What follows belongs to an exercise in optimizing a design on an open flow for small area; a production flow would make more cautious choices.
Only simulation tests tie the RTL to the original design; equivalence was not proved.
No activity file was given, so power comes from the tool's default toggle rates.

onyx:
==> flow/design.v (excerpt) <==
module instruction_decode_stage #(
  parameter int LEN                  = 32,
  parameter int CANTIDAD_REGISTROS   = 32,
  parameter int NB_ADDRESS_REGISTROS = $clog2(CANTIDAD_REGISTROS),
  parameter int NB_CTRL_WB           = instruction_decode_stage_pkg::DEF_NB_CTRL_WB,
  parameter int NB_CTRL_MEM          = instruction_decode_stage_pkg::DEF_NB_CTRL_MEM,
  parameter int NB_CTRL_EX           = instruction_decode_stage_pkg::DEF_NB_CTRL_EX,
  parameter int NB_STALL_CNT         = 16
) (
  input  logic                            i_clk,
  input  logic                            i_rst,
  input  logic                            i_valid,
  input  logic [LEN-1:0]                  i_instruccion,
  input  logic [LEN-1:0]                  i_adder_pc,
  input  logic [NB_CTRL_WB-1:0]           i_ctrl_wb,
  input  logic [NB_CTRL_MEM-1:0]          i_ctrl_mem,
  input  logic [NB_CTRL_EX-1:0]           i_ctrl_ex,
  input  logic                            i_RegWrite,
  input  logic [NB_ADDRESS_REGISTROS-1:0] i_write_reg,
  input  logic [LEN-1:0]                  i_write_data,
  input  logic                            i_flush,
  output logic                            o_stall,
  output logic                            o_valid,
  output logic [LEN-1:0]                  o_adder_pc,
  output logic [LEN-1:0]                  o_dato1,
  output logic [LEN-1:0]                  o_dato2,
  output logic [LEN-1:0]                  o_sign_extend,
  output logic [NB_ADDRESS_REGISTROS-1:0] o_rs,
  output logic [NB_ADDRESS_REGISTROS-1:0] o_rt,
  output logic [NB_ADDRESS_REGISTROS-1:0] o_rd,
  output logic [NB_ADDRESS_REGISTROS-1:0] o_shamt,
  output logic [NB_CTRL_WB-1:0]           o_ctrl_wb,
  output logic [NB_CTRL_MEM-1:0]          o_ctrl_mem,
  output logic [NB_CTRL_EX-1:0]           o_ctrl_ex,
  output logic [NB_STALL_CNT-1:0]         o_stall_count
);
Size: about 3500 cells after synthesis, about 1100 flip-flops.
Settings: LEC_CHECK=0, CAP_MARGIN=20, CORE_MARGIN=2, CORE_UTILIZATION=55, CTS_CLUSTER_DIAMETER=70, CTS_CLUSTER_SIZE=24, SETUP_SLACK_MARGIN=0.4, SLEW_MARGIN=20, SYNTH_HIERARCHICAL=1, SYNTH_MINIMUM_KEEP_SIZE=0; clock period 5.0 ns.
standard.sh (not shown) runs the stock make flow with config.mk's settings and CLKGATE_MAP_FILE= SYNTH_SCRIPT=/design/flow/synth_recipe.tcl, a recipe that flattens the netlist after the stock synthesis.
==> flow/flow/run.sh <==
#!/bin/bash
set -euo pipefail
bash standard.sh \
  "BUFFER_PORTS_ARGS=-buffer_cell sky130_fd_sc_hd__buf_1" \
  "CTS_ARGS=-sink_clustering_enable -repair_clock_nets -sink_clustering_size 24 -sink_clustering_max_diameter 70 -dont_use_dummy_load" \
  finish > make_finish.log 2>&1
## Diff of input files: harbor against onyx
- a change of SETUP_SLACK_MARGIN from 0.4 to 0.45
- a change of CORE_UTILIZATION from 55 to 40
- a change of SLEW_MARGIN from 20 to 10
- a change of CAP_MARGIN from 20 to 10
==> flow/flow/run.sh <==
#!/bin/bash
# The standard layout, with the port buffers that ORFS inserts at global
# placement made from the smallest buffer (sky130_fd_sc_hd__buf_1) instead of
# the default choice. Every input and output port still gets its own buffer.
set -euo pipefail
bash standard.sh "BUFFER_PORTS_ARGS=-buffer_cell sky130_fd_sc_hd__buf_1" finish > make_finish.log 2>&1
==> summary.txt <==
- Taking onyx as the reference, in harbor minimum period implied by the final worst setup slack went down; final total power now sits higher; initial antenna violation count down 4; routed wire length shows a reduction of 2.6%; met2 track demand over resource decreased 17 points.
- Compared with onyx, in harbor H-tree depth reported by CTS went up 1, combinational power went down about 2%.
- onyx → harbor: worst slack at placement down 0.021 ns, mean number of vias per cell down about 12%, number of instances resized during post-cts repair up 19, cell area up 1000 µm².
Input-level comparison between zinc and harbor:
- CORE_UTILIZATION: 40 -> 55
Lower area of all placed cells without fillers was reported by zinc, not harbor. Overall track demand over capacity in global routing for zinc is higher than for harbor. Horizontal die dimension: zinc and harbor compared, lower one is zinc. Compared to harbor, zinc was floorplanned on a smaller die. Looking at the reports, zinc completed the entire flow and the layout it produced met the timing, design-rule and antenna checks. zinc -> harbor: sequential cell count delta 0, exact match. Comparing zinc and harbor, the lower number of non-clock buffers in the layout is on harbor. zinc reports a lower clock-buffer cell count than harbor does. Total power, zinc vs harbor: down by a few percent. Relative to harbor, the first-pass GRT wire length of zinc is lower by 1.4%.
#### Input delta (maple over zinc)
- CORE_UTILIZATION changed from 55 to 40
- SETUP_SLACK_MARGIN changed from 0.45 to 0.3
==> flow/run.sh (new file) <==
#!/bin/bash
# synth_recipe.tcl (not shown) runs the flow's synth.tcl, then flattens the netlist and writes it again
# the make line also repeats each setting of config.mk as NAME=value (left out here)
make -C /OpenROAD-flow-scripts/flow DESIGN_CONFIG=/design/flow/config.mk WORK_HOME=/design/flow/orfs CLKGATE_MAP_FILE= SYNTH_SCRIPT=/design/flow/synth_recipe.tcl finish
removed: flow/flow/run.sh
removed: flow/standard.sh
==> comparison <==
Taking zinc as the reference, in maple global-route usage saw a decrease; final wirelength now larger; die footprint now sits higher.
Routed length on met3: lower on zinc
Comparing zinc and maple, multi-input combinational cell count is lower on zinc.
Number of post-CTS setup repair buffers in maple is 13 higher than in zinc
Delta (maple minus zinc): portion of total power attributed to the clock network picked up an extra 2.4 points; register-to-register slack saw a decrease.
Compared maple vs zinc, and proportion of power drawn by flip-flops and latches is down in maple.
zinc reports its beginning of the critical path as rs_p1[2] while maple reports rt_p1[1].
In summary, maple completed successfully, with a layout that passed the timing, design-rule and antenna checks.
In maple relative to zinc, via count had gone down by a few percent.

afterwards: timing with drivers on the ports:
In the flow no input, the clock included, has a driving cell. The finished layouts below were timed again as built, in two steps. Step 1: set_driving_cell puts a clkbuf_16 on i_clk and a buf_2 on each other input, an assumption about the parent block. Step 2 adds t to the input delays and takes it off the output delays; t is the mean of the earliest and latest rising clock arrival at the registers after step 1. Input paths then give back, and output paths get back, about the clock's delay inside the block. a / b / c = ideal ports / drivers / drivers and shift; a / b = the first two.
| run | t (ns) | setup slack, ns | slew at the worst register clock pin (ns) | worst slew at a driven data input, ns | pins driven straight from the clock port |
|---|---|---|---|---|---|
| onyx | 0.732 | 0.226 / 0.159 / 0.892 | 0.10 / 0.10 | 0.14 | 1 |
| harbor | 0.736 | 0.343 / 0.270 / 1.006 | 0.10 / 0.10 | 0.12 | 1 |
| zinc | 0.740 | 0.347 / 0.275 / 1.016 | 0.10 / 0.10 | 0.06 | 1 |
| maple | 0.738 | 0.111 / 0.036 / 0.774 | 0.10 / 0.10 | 0.09 | 1 |
After both steps every run listed still meets setup and hold.
